From an optimization exercise on the open Yosys and OpenROAD flow, aimed at small area and a short achievable clock period; shortcuts taken in it are not production practice. Only simulation tests tie the RTL to the original design; equivalence was not proved.

<file path="design/flow/run.sh">
#!/bin/bash
# synth_recipe.tcl (not shown) runs the flow's synth.tcl, then flattens the netlist and writes it again
# the make line also repeats each setting of config.mk as NAME=value (left out here)
make -C /OpenROAD-flow-scripts/flow DESIGN_CONFIG=/design/flow/config.mk WORK_HOME=/design/flow/orfs CLKGATE_MAP_FILE= SYNTH_SCRIPT=/design/flow/synth_recipe.tcl finish
</file>
<file path="design/flow/config.mk">
export PLATFORM = sky130hd
export DESIGN_NAME = sysTop
export DESIGN_NICKNAME = sysTop
export VERILOG_FILES = /design/flow/design.v
export SDC_FILE = /design/flow/constraint.sdc
export NUM_CORES = 4
export LEC_CHECK = 0
export CAP_MARGIN = 20
export CORE_MARGIN = 2
export CORE_UTILIZATION = 40
export SLEW_MARGIN = 20
</file>
<file path="design/flow/constraint.sdc">
create_clock -name core_clock -period 30.0 [get_ports {REF_CLK}]
set_input_delay 6.0000 -clock core_clock [delete_from_list [all_inputs] [get_ports {REF_CLK}]]
set_output_delay 6.0000 -clock core_clock [all_outputs]
set_load 0.01 [all_outputs]
</file>
<file path="design/flow/design.v">
`default_nettype none
package sysPkg;
    localparam int DATA_W    = 8;
    localparam int ADDR_W    = 4;
    localparam int REG_DEPTH = 16;
    typedef logic [DATA_W-1:0]   dataT;
    typedef logic [ADDR_W-1:0]   addrT;
    typedef logic [2*DATA_W-1:0] resultT;
    localparam int BIT_CYCLES = 16;
    localparam int BIT_CNT_W  = $clog2(BIT_CYCLES);
    typedef logic [BIT_CNT_W-1:0] bitCntT;
    localparam bitCntT BIT_LAST  = bitCntT'(BIT_CYCLES - 1);
    localparam bitCntT HALF_LAST = bitCntT'(BIT_CYCLES / 2 - 1);
    typedef enum logic [7:0] {
        CMD_WR_REG  = 8'hAA,
        CMD_RD_REG  = 8'hBB,
        CMD_ALU_OPS = 8'hCC,
        CMD_ALU_FN  = 8'hDD
    } cmdT;
    typedef enum logic [2:0] {
        FN_ADD, FN_SUB, FN_MUL, FN_DIV, FN_AND, FN_OR, FN_XOR, FN_CMP
    } aluFunT;
    localparam addrT REG_OP_A  = 4'd0;
    localparam addrT REG_OP_B  = 4'd1;
    localparam addrT REG_CFG   = 4'd2;
    localparam dataT CFG_RESET = 8'h01;
endpackage
`default_nettype wire
`default_nettype none
`timescale 1ns/1ps
module uartRx (
    input  wire          REF_CLK,
    input  wire          rstN,
    input  wire          rxIn,
    input  wire          parityEn,
    input  wire          parityOdd,
    output sysPkg::dataT rxData,
    output logic         rxValid,
    output logic         parityErr,
    output logic         stopErr
);
    typedef enum logic [2:0] {
        ST_IDLE, ST_START, ST_DATA, ST_PARITY, ST_STOP
    } rxStateT;
    rxStateT    state;
    sysPkg::bitCntT     cnt;
    logic [2:0] idx;
    logic [2:0] rxSync;
    sysPkg::dataT       shReg;
    logic       parBit;
    logic       rxBit;
    logic       fallEdge;
    logic       parBad;
    assign rxBit    = rxSync[1];
    assign fallEdge = rxSync[2] & ~rxSync[1];
    assign parBad   = parityEn && ((^shReg ^ parBit) != parityOdd);
    assign rxData   = shReg;
    always_ff @(posedge REF_CLK or negedge rstN) begin
        if (!rstN) begin
            rxSync    <= 3'b111;
            state     <= ST_IDLE;
            cnt       <= '0;
            idx       <= '0;
            shReg     <= '0;
            parBit    <= 1'b0;
            rxValid   <= 1'b0;
            parityErr <= 1'b0;
            stopErr   <= 1'b0;
        end else begin
            rxSync    <= {rxSync[1:0], rxIn};
            rxValid   <= 1'b0;
            parityErr <= 1'b0;
            stopErr   <= 1'b0;
            cnt       <= cnt + 1'b1;
            case (state)
                ST_IDLE: begin
                    cnt <= '0;
                    if (fallEdge) begin
                        state <= ST_START;
                    end
                end
                ST_START: begin
                    if (cnt == sysPkg::HALF_LAST) begin
                        cnt   <= '0;
                        idx   <= '0;
                        state <= rxBit ? ST_IDLE : ST_DATA;
                    end
                end
                ST_DATA: begin
                    if (cnt == sysPkg::BIT_LAST) begin
                        cnt   <= '0;
                        shReg <= {rxBit, shReg[sysPkg::DATA_W-1:1]};
                        idx   <= idx + 1'b1;
                        if (idx == 3'd7) begin
                            state <= parityEn ? ST_PARITY : ST_STOP;
                        end
                    end
                end
                ST_PARITY: begin
                    if (cnt == sysPkg::BIT_LAST) begin
                        cnt    <= '0;
                        parBit <= rxBit;
                        state  <= ST_STOP;
                    end
                end
                ST_STOP: begin
                    if (cnt == sysPkg::BIT_LAST) begin
                        cnt       <= '0;
                        state     <= ST_IDLE;
                        rxValid   <= rxBit && !parBad;
                        parityErr <= parBad;
                        stopErr   <= !rxBit;
                    end
                end
                default: state <= ST_IDLE;
            endcase
        end
    end
endmodule
`default_nettype wire
`default_nettype none
`timescale 1ns/1ps
module uartTx (
    input  wire               REF_CLK,
    input  wire               rstN,
    input  wire               txStart,
    input  wire sysPkg::dataT txData,
    input  wire               parityEn,
    input  wire               parityOdd,
    output logic              txOut,
    output logic              txBusy
);
    typedef enum logic [2:0] {
        ST_IDLE, ST_START, ST_DATA, ST_PARITY, ST_STOP
    } txStateT;
    txStateT    state;
    sysPkg::bitCntT     cnt;
    logic [2:0] idx;
    sysPkg::dataT       shReg;
    logic       parBit;
    logic       parEnL;
    logic       bitEnd;
    assign bitEnd = (cnt == sysPkg::BIT_LAST);
    assign txBusy = (state != ST_IDLE);
    always_ff @(posedge REF_CLK or negedge rstN) begin
        if (!rstN) begin
            state  <= ST_IDLE;
            cnt    <= '0;
            idx    <= '0;
            shReg  <= '0;
            parBit <= 1'b0;
            parEnL <= 1'b0;
            txOut  <= 1'b1;
        end else begin
            cnt <= bitEnd ? '0 : cnt + 1'b1;
            case (state)
                ST_IDLE: begin
                    cnt <= '0;
                    if (txStart) begin
                        shReg  <= txData;
                        parBit <= ^txData ^ parityOdd;
                        parEnL <= parityEn;
                        txOut  <= 1'b0;
                        state  <= ST_START;
                    end
                end
                ST_START: begin
                    if (bitEnd) begin
                        txOut <= shReg[0];
                        shReg <= shReg >> 1;
                        idx   <= '0;
                        state <= ST_DATA;
                    end
                end
                ST_DATA: begin
                    if (bitEnd) begin
                        idx <= idx + 1'b1;
                        if (idx == 3'd7) begin
                            txOut <= parEnL ? parBit : 1'b1;
                            state <= parEnL ? ST_PARITY : ST_STOP;
                        end else begin
                            txOut <= shReg[0];
                            shReg <= shReg >> 1;
                        end
                    end
                end
                ST_PARITY: begin
                    if (bitEnd) begin
                        txOut <= 1'b1;
                        state <= ST_STOP;
                    end
                end
                ST_STOP: begin
                    if (bitEnd) begin
                        state <= ST_IDLE;
                    end
                end
                default: state <= ST_IDLE;
            endcase
        end
    end
endmodule
`default_nettype wire
`default_nettype none
`timescale 1ns/1ps
module regFile (
    input  wire               REF_CLK,
    input  wire               rstN,
    input  wire               wrEn,
    input  wire               rdEn,
    input  wire sysPkg::addrT addr,
    input  wire sysPkg::dataT wrData,
    output sysPkg::dataT      rdData,
    output logic              rdValid,
    output sysPkg::dataT      opA,
    output sysPkg::dataT      opB,
    output logic              parityEn,
    output logic              parityOdd
);
    sysPkg::dataT regs [sysPkg::REG_DEPTH];
    assign opA       = regs[sysPkg::REG_OP_A];
    assign opB       = regs[sysPkg::REG_OP_B];
    assign parityEn  = regs[sysPkg::REG_CFG][0];
    assign parityOdd = regs[sysPkg::REG_CFG][1];
    always_ff @(posedge REF_CLK or negedge rstN) begin
        if (!rstN) begin
            for (int i = 0; i < sysPkg::REG_DEPTH; i++) begin
                regs[i] <= (i == sysPkg::REG_CFG) ? sysPkg::CFG_RESET : '0;
            end
            rdData  <= '0;
            rdValid <= 1'b0;
        end else begin
            rdValid <= 1'b0;
            if (wrEn) begin
                regs[addr] <= wrData;
            end else if (rdEn) begin
                rdData  <= regs[addr];
                rdValid <= 1'b1;
            end
        end
    end
endmodule
`default_nettype wire
`default_nettype none
`timescale 1ns/1ps
module alu (
    input  wire                 REF_CLK,
    input  wire                 rstN,
    input  wire                 aluEn,
    input  wire sysPkg::aluFunT aluFun,
    input  wire sysPkg::dataT   opA,
    input  wire sysPkg::dataT   opB,
    output sysPkg::resultT      aluOut,
    output logic                aluValid
);
    sysPkg::resultT result;
    always_comb begin
        result = '0;
        case (aluFun)
            sysPkg::FN_ADD: result = 16'(opA) + 16'(opB);
            sysPkg::FN_SUB: result = 16'(opA) - 16'(opB);
            sysPkg::FN_MUL: result = 16'(opA) * 16'(opB);
            sysPkg::FN_DIV: result = (opB == '0) ? '0 : 16'(opA / opB);
            sysPkg::FN_AND: result = {{sysPkg::DATA_W{1'b0}}, opA & opB};
            sysPkg::FN_OR:  result = {{sysPkg::DATA_W{1'b0}}, opA | opB};
            sysPkg::FN_XOR: result = {{sysPkg::DATA_W{1'b0}}, opA ^ opB};
            sysPkg::FN_CMP: begin
                if (opA > opB) begin
                    result = 16'd1;
                end else if (opA == opB) begin
                    result = 16'd2;
                end else begin
                    result = 16'd3;
                end
            end
            default: result = '0;
        endcase
    end
    always_ff @(posedge REF_CLK or negedge rstN) begin
        if (!rstN) begin
            aluOut   <= '0;
            aluValid <= 1'b0;
        end else begin
            aluValid <= aluEn;
            if (aluEn) begin
                aluOut <= result;
            end
        end
    end
endmodule
`default_nettype wire
`default_nettype none
`timescale 1ns/1ps
module sysCtrl (
    input  wire                 REF_CLK,
    input  wire                 rstN,
    input  wire sysPkg::dataT   rxData,
    input  wire                 rxValid,
    output logic                wrEn,
    output logic                rdEn,
    output sysPkg::addrT        addr,
    output sysPkg::dataT        wrData,
    input  wire sysPkg::dataT   rdData,
    input  wire                 rdValid,
    output logic                aluEn,
    output sysPkg::aluFunT      aluFun,
    input  wire sysPkg::resultT aluOut,
    input  wire                 aluValid,
    output sysPkg::dataT        txData,
    output logic                txStart,
    input  wire                 txBusy
);
    typedef enum logic [3:0] {
        ST_IDLE, ST_WR_ADDR, ST_WR_DATA, ST_RD_ADDR, ST_OP_A, ST_OP_B, ST_OP_FUN,
        ST_WR_B, ST_ALU_GO, ST_FN_ONLY, ST_WAIT_RES, ST_SEND, ST_SEND_WAIT
    } ctrlStateT;
    ctrlStateT state;
    sysPkg::dataT      opAL;
    sysPkg::dataT      opBL;
    sysPkg::dataT      replyLo;
    sysPkg::dataT      replyHi;
    logic      replyTwo;
    logic      replySel;
    always_ff @(posedge REF_CLK or negedge rstN) begin
        if (!rstN) begin
            state    <= ST_IDLE;
            wrEn     <= 1'b0;
            rdEn     <= 1'b0;
            aluEn    <= 1'b0;
            txStart  <= 1'b0;
            addr     <= '0;
            wrData   <= '0;
            aluFun   <= sysPkg::FN_ADD;
            txData   <= '0;
            opAL     <= '0;
            opBL     <= '0;
            replyLo  <= '0;
            replyHi  <= '0;
            replyTwo <= 1'b0;
            replySel <= 1'b0;
        end else begin
            wrEn    <= 1'b0;
            rdEn    <= 1'b0;
            aluEn   <= 1'b0;
            txStart <= 1'b0;
            case (state)
                ST_IDLE: begin
                    if (rxValid) begin
                        case (rxData)
                            sysPkg::CMD_WR_REG:  state <= ST_WR_ADDR;
                            sysPkg::CMD_RD_REG:  state <= ST_RD_ADDR;
                            sysPkg::CMD_ALU_OPS: state <= ST_OP_A;
                            sysPkg::CMD_ALU_FN:  state <= ST_FN_ONLY;
                            default:     state <= ST_IDLE;
                        endcase
                    end
                end
                ST_WR_ADDR: begin
                    if (rxValid) begin
                        addr  <= rxData[sysPkg::ADDR_W-1:0];
                        state <= ST_WR_DATA;
                    end
                end
                ST_WR_DATA: begin
                    if (rxValid) begin
                        wrData <= rxData;
                        wrEn   <= 1'b1;
                        state  <= ST_IDLE;
                    end
                end
                ST_RD_ADDR: begin
                    if (rxValid) begin
                        addr  <= rxData[sysPkg::ADDR_W-1:0];
                        rdEn  <= 1'b1;
                        state <= ST_WAIT_RES;
                    end
                end
                ST_OP_A: begin
                    if (rxValid) begin
                        opAL  <= rxData;
                        state <= ST_OP_B;
                    end
                end
                ST_OP_B: begin
                    if (rxValid) begin
                        opBL  <= rxData;
                        state <= ST_OP_FUN;
                    end
                end
                ST_OP_FUN: begin
                    if (rxValid) begin
                        aluFun <= sysPkg::aluFunT'(rxData[2:0]);
                        addr   <= sysPkg::REG_OP_A;
                        wrData <= opAL;
                        wrEn   <= 1'b1;
                        state  <= ST_WR_B;
                    end
                end
                ST_WR_B: begin
                    addr   <= sysPkg::REG_OP_B;
                    wrData <= opBL;
                    wrEn   <= 1'b1;
                    state  <= ST_ALU_GO;
                end
                ST_ALU_GO: begin
                    aluEn <= 1'b1;
                    state <= ST_WAIT_RES;
                end
                ST_FN_ONLY: begin
                    if (rxValid) begin
                        aluFun <= sysPkg::aluFunT'(rxData[2:0]);
                        aluEn  <= 1'b1;
                        state  <= ST_WAIT_RES;
                    end
                end
                ST_WAIT_RES: begin
                    replySel <= 1'b0;
                    if (rdValid) begin
                        replyLo  <= rdData;
                        replyTwo <= 1'b0;
                        state    <= ST_SEND;
                    end else if (aluValid) begin
                        replyLo  <= aluOut[sysPkg::DATA_W-1:0];
                        replyHi  <= aluOut[2*sysPkg::DATA_W-1:sysPkg::DATA_W];
                        replyTwo <= 1'b1;
                        state    <= ST_SEND;
                    end
                end
                ST_SEND: begin
                    if (!txBusy) begin
                        txData  <= replySel ? replyHi : replyLo;
                        txStart <= 1'b1;
                        state   <= ST_SEND_WAIT;
                    end
                end
                ST_SEND_WAIT: begin
                    if (!txStart && !txBusy) begin
                        if (replyTwo && !replySel) begin
                            replySel <= 1'b1;
                            state    <= ST_SEND;
                        end else begin
                            state <= ST_IDLE;
                        end
                    end
                end
                default: state <= ST_IDLE;
            endcase
        end
    end
endmodule
`default_nettype wire
`default_nettype none
`timescale 1ns/1ps
module sysTop (
    input  wire  REF_CLK,
    input  wire  rstN,
    input  wire  rxIn,
    output logic txOut,
    output logic parityError,
    output logic stopError
);
    sysPkg::dataT   rxData;
    logic   rxValid;
    logic   wrEn;
    logic   rdEn;
    sysPkg::addrT   addr;
    sysPkg::dataT   wrData;
    sysPkg::dataT   rdData;
    logic   rdValid;
    sysPkg::dataT   opA;
    sysPkg::dataT   opB;
    logic   parityEn;
    logic   parityOdd;
    logic   aluEn;
    sysPkg::aluFunT aluFun;
    sysPkg::resultT aluOut;
    logic   aluValid;
    sysPkg::dataT   txData;
    logic   txStart;
    logic   txBusy;
    uartRx rxInst (
        .REF_CLK(REF_CLK), .rstN(rstN), .rxIn(rxIn),
        .parityEn(parityEn), .parityOdd(parityOdd),
        .rxData(rxData), .rxValid(rxValid),
        .parityErr(parityError), .stopErr(stopError)
    );
    sysCtrl ctrlInst (
        .REF_CLK(REF_CLK), .rstN(rstN), .rxData(rxData), .rxValid(rxValid),
        .wrEn(wrEn), .rdEn(rdEn), .addr(addr), .wrData(wrData),
        .rdData(rdData), .rdValid(rdValid),
        .aluEn(aluEn), .aluFun(aluFun), .aluOut(aluOut), .aluValid(aluValid),
        .txData(txData), .txStart(txStart), .txBusy(txBusy)
    );
    regFile regFileInst (
        .REF_CLK(REF_CLK), .rstN(rstN), .wrEn(wrEn), .rdEn(rdEn),
        .addr(addr), .wrData(wrData), .rdData(rdData), .rdValid(rdValid),
        .opA(opA), .opB(opB), .parityEn(parityEn), .parityOdd(parityOdd)
    );
    alu aluInst (
        .REF_CLK(REF_CLK), .rstN(rstN), .aluEn(aluEn), .aluFun(aluFun),
        .opA(opA), .opB(opB), .aluOut(aluOut), .aluValid(aluValid)
    );
    uartTx txInst (
        .REF_CLK(REF_CLK), .rstN(rstN), .txStart(txStart), .txData(txData),
        .parityEn(parityEn), .parityOdd(parityOdd),
        .txOut(txOut), .txBusy(txBusy)
    );
endmodule
`default_nettype wire
</file>
==> notes.md <==
- Vias: 17435
- Number of synthesized register bits: 265
- Synth warn: 6
- Clock Path Buffers: 3
- Hold path start: rxInst.rxSync[0]$_DFF_PN1_
- Crit-path slowest cell: dfrtp_2
- Layout cell share with drive strength beyond 1: 14.6%
- Initial Util: approximately two fifths
- Sequential share of the synthesized area: 31.8%
- FFs w/ async S/R, synth: 100%
- RD Place Congestion: 0.910
- Max Slew Vio Count: 0
- Clk slew on worst S/H paths: around 0.06 ns
- Critical path endpoint: aluInst.aluOut[0]$_DFFE_PN0P_
- Wirelength per Cell: 19.9 um
- Fill cell count: 4955
- Critical Path RT: 30.41 ns
- Crit path time final: 27.62 ns
- Status: no timing/DRC/antenna violations
- I/O pin cnt: 6
- Relative slew slack: around a third
- Max frequency: between 0.03 and 0.04 GHz
- Hold_buf cts: 0
- Hold depth: 0
- Critical-path maximum fanout: 13
- Total gr overflow: 0
- Vias in the first global route: 17135
- Reg2Reg Depth: ~130
- Yosys cell types: 96
- Crit path kind: flip-flop to flip-flop
- Vias/cell: 5.93
- Max-cap violation count: 0
- Synthesized area per cell: 9.20 sq um
- CTS tree: done
- Die height: 232 um
- Setup Slack @ Placement: 0.611 ns
- Worst r2r dst: aluInst.aluOut[0]$_DFFE_PN0P_
- Clk sinks: 265
- Sum Neg Setup Slack: 0 ns
- Worst Clk Skew: roughly 0.012 ns
- Crit-path max cell delay: just over 0.5 ns
- Tot GR Track Use: between 20% and 30%
- TritonCTS Buffers: 28
- Final antenna-violating net count: 0
- Ant diodes: 0
- Area grow syn2layout: 8.95%
- Unrepaired setup endpoints after global routing: no
- First-pass GRT wire length: 94500 um
- Final hold vios: 0
- WP data arrival: 28.04 ns
- Ys flop type: dfrtp_1
- Row cnt: just over 80
- Die Span X: 232 um
- Detailed Place HPWL: 41700 um
- Largest net degree at the start of global routing: 148
- Die Area: 0.0540 sq mm
- Top cell by count, worst path: o21a_1
- Clk latency of the worst-skew pair: 0.56 ns
- # placed instances: approximately 2900
- Drt drc: 0
- Port bufs: 5
- Hold crit path type: flip-flop to flip-flop
- First-pass iteration count of the detailed router: 6
- Final wirelength: 58600 um
- Final std cells w/o fill: 2940
- Initial antenna violation count: 0
- CTS root buf: clkbuf_16
- Netlist Area Pre-Place: 0.0209 sq mm
- EDFF count, synth: 0
- Worst setup margin: 2.38 ns
- Tightest Pin Transition: roughly 1 ns
- Final hold slack: 0.362 ns
- Period Utilization, post-route: 92.1%
- DRT iter0 DRCs: 1190
- CP Launch Type: flip-flop
- Setup Viol. Count Final: 0
- Core Area: 0.0514 sq mm
- Nets: 2459
- Crit path from: regFileInst.regs[1][2]$_DFFE_PN0P_
- CP Capture Type: flip-flop
- Reg-to-Reg Start: regFileInst.regs[1][2]$_DFFE_PN0P_
- CTS H-Tree Depth: 1
- Mapped Cells: 2268
- Worst reg-to-reg setup slack: 2.38 ns
[critical path, delay by kind of cell, from the launching register on]
family | cells | cell delay (ns)
DFF | 1 | 0.51
and+or+nand+nor | 33 | 6.25
xor gates and xnor gates | 1 | 0.13
adders and majority gates | 14 | 4.31
buffers and inverters | 7 | 0.90
AOI/OAI and AO/OA | 65 | 13.38
muxes | 7 | 1.95
[flip-flops by register name (all words and copies together) (netlist names), 4 cells and up]
| signal | count |
|---|---|
| ctrlInst.opAL | 8 |
| ctrlInst.wrData | 8 |
| rxInst.cnt | 4 |
| ctrlInst.addr | 4 |
| regFileInst.regs | 128 |
| rxInst.shReg | 8 |
| txInst.shReg | 8 |
| regFileInst.rdData | 8 |
| txInst.cnt | 4 |
| ctrlInst.txData | 8 |
| ctrlInst.state | 4 |
| ctrlInst.opBL | 8 |
| ctrlInst.replyHi | 8 |
| aluInst.aluOut | 16 |
| ctrlInst.replyLo | 8 |
[cell type report]
type	count	area [sq um]	share of cell area [%]
Clock buffer	40	816	3.59
Clock inverter	12	200	0.881
Inverter	121	457	2.01
Multi-Input combinational cell	1782	13400	59.1
Sequential cell	265	6640	29.2
Tap cell	680	851	3.74
Timing Repair Buffer	40	330	1.45
[routing by layer]
| layer | part of all wire (%) | GRT usage (%) |
|---|---|---|
| met5 | 0 | 0 |
| met4 | 2.6 | 7.17 |
| met3 | 5.4 | 2.01 |
| met2 | 47 | 36.4 |
| met1 | 45 | 29.6 |
[metrics by stage]
stage          area, sq um  util, %
2_1_floorplan        20900        -
3_3_place_gp         21600     42.0
3_5_place_dp         21600     42.0
4_1_cts              22600     44.0
5_1_grt              22700     44.2
6_report             22700     44.2
[how the worst min path moves through the flow]
stage,to
floorplan,rxInst.rxSync[1]$_DFF_PN1_
global placement,rxInst.rxSync[1]$_DFF_PN1_
detailed placement,rxInst.rxSync[1]$_DFF_PN1_
CTS,rxInst.rxSync[1]$_DFF_PN1_
global route,rxInst.rxSync[1]$_DFF_PN1_
finish,rxInst.rxSync[1]$_DFF_PN1_
[cell usage after synthesis, types with 14 or more instances]
cell / instances / share of area [%]
nor2b_1: 22 / 0.66
a21o_1: 18 / 0.65
nor3_1: 75 / 1.8
nand2_1: 169 / 3.0
a22oi_1: 19 / 0.68
fa_1: 38 / 3.6
nand4_1: 15 / 0.45
o31ai_1: 19 / 0.68
a21oi_1: 154 / 3.7
a221oi_1: 14 / 0.59
o21ai_0: 105 / 2.5
dfrtp_1: 260 / 31
and3_1: 19 / 0.57
mux2_2: 193 / 10
o21a_1: 45 / 1.6
nand2b_1: 20 / 0.60
xor2_1: 15 / 0.63
o21bai_1: 15 / 0.54
inv_1: 118 / 2.1
o211ai_1: 21 / 0.76
or3_1: 16 / 0.48
nand3_1: 45 / 1.1
a31oi_1: 20 / 0.60
o22ai_1: 17 / 0.51
clkbuf_1: 94 / 1.7
xnor2_1: 50 / 2.1
ha_1: 180 / 11
mux2i_1: 52 / 2.5
a211oi_1: 17 / 0.61
nor2_1: 207 / 3.7
[logic make-up (layout without fill, tap and decap cells)]
logic type               count (synthesis)  count (layout)  share of synthesized area (%)
flip-flops                             265             265                           31.8
adder cells (fa/ha/maj)                218             218                           14.4
XOR/XNOR                                65              65                           2.73
AO/OA/AOI/OAI                          581             581                           18.5
multiplexers                           249             249                           13.2
AND/OR/NAND/NOR                        661             661                           15.1
other                                    1               8                         0.0180
buffers and inverters                  228             213                           4.18
[cells in the final DEF, fill, tap and decap left out, types with 52 or more instances in the layout]
master	n
nor2_1	205
inv_1	118
a21oi_1	154
mux2i_1	52
o21ai_0	104
ha_1	180
nand2_1	168
mux2_2	193
nor3_1	71
dfrtp_1	257
[repair_timing]
item,in CTS,in global routing
endpoints found under the setup margin,0,2
resized for setup,0,19
buffers inserted,0,10

## what the ideal ports hide
The results above use ideal ports. As a check the final layout listed here was re-extracted and re-timed, cells and wires unchanged. Step 1 assumes that a clkbuf_16 drives the clock port and a buf_2 every other input. Step 2, shift: input delay + t, output delay - t, t = (earliest + latest rising clock arrival at the registers) / 2. This alone moves slack from input paths to output paths. Slacks: ideal / step 1 / step 2; pairs: ideal / step 1.
t (ns): 0.604
slack for setup (ns): 2.376 / 2.376 / 2.376
latest minus earliest clock arrival (ns): 0.012 / 0.012
worst register clock-pin slew, ns: 0.06 / 0.06
worst data-port slew with drivers (ns): 0.05
After both steps setup and hold are still met in this run. For this run, drivers alone change the setup slack by 0.000 ns; drivers and shift together by 0.000 ns.
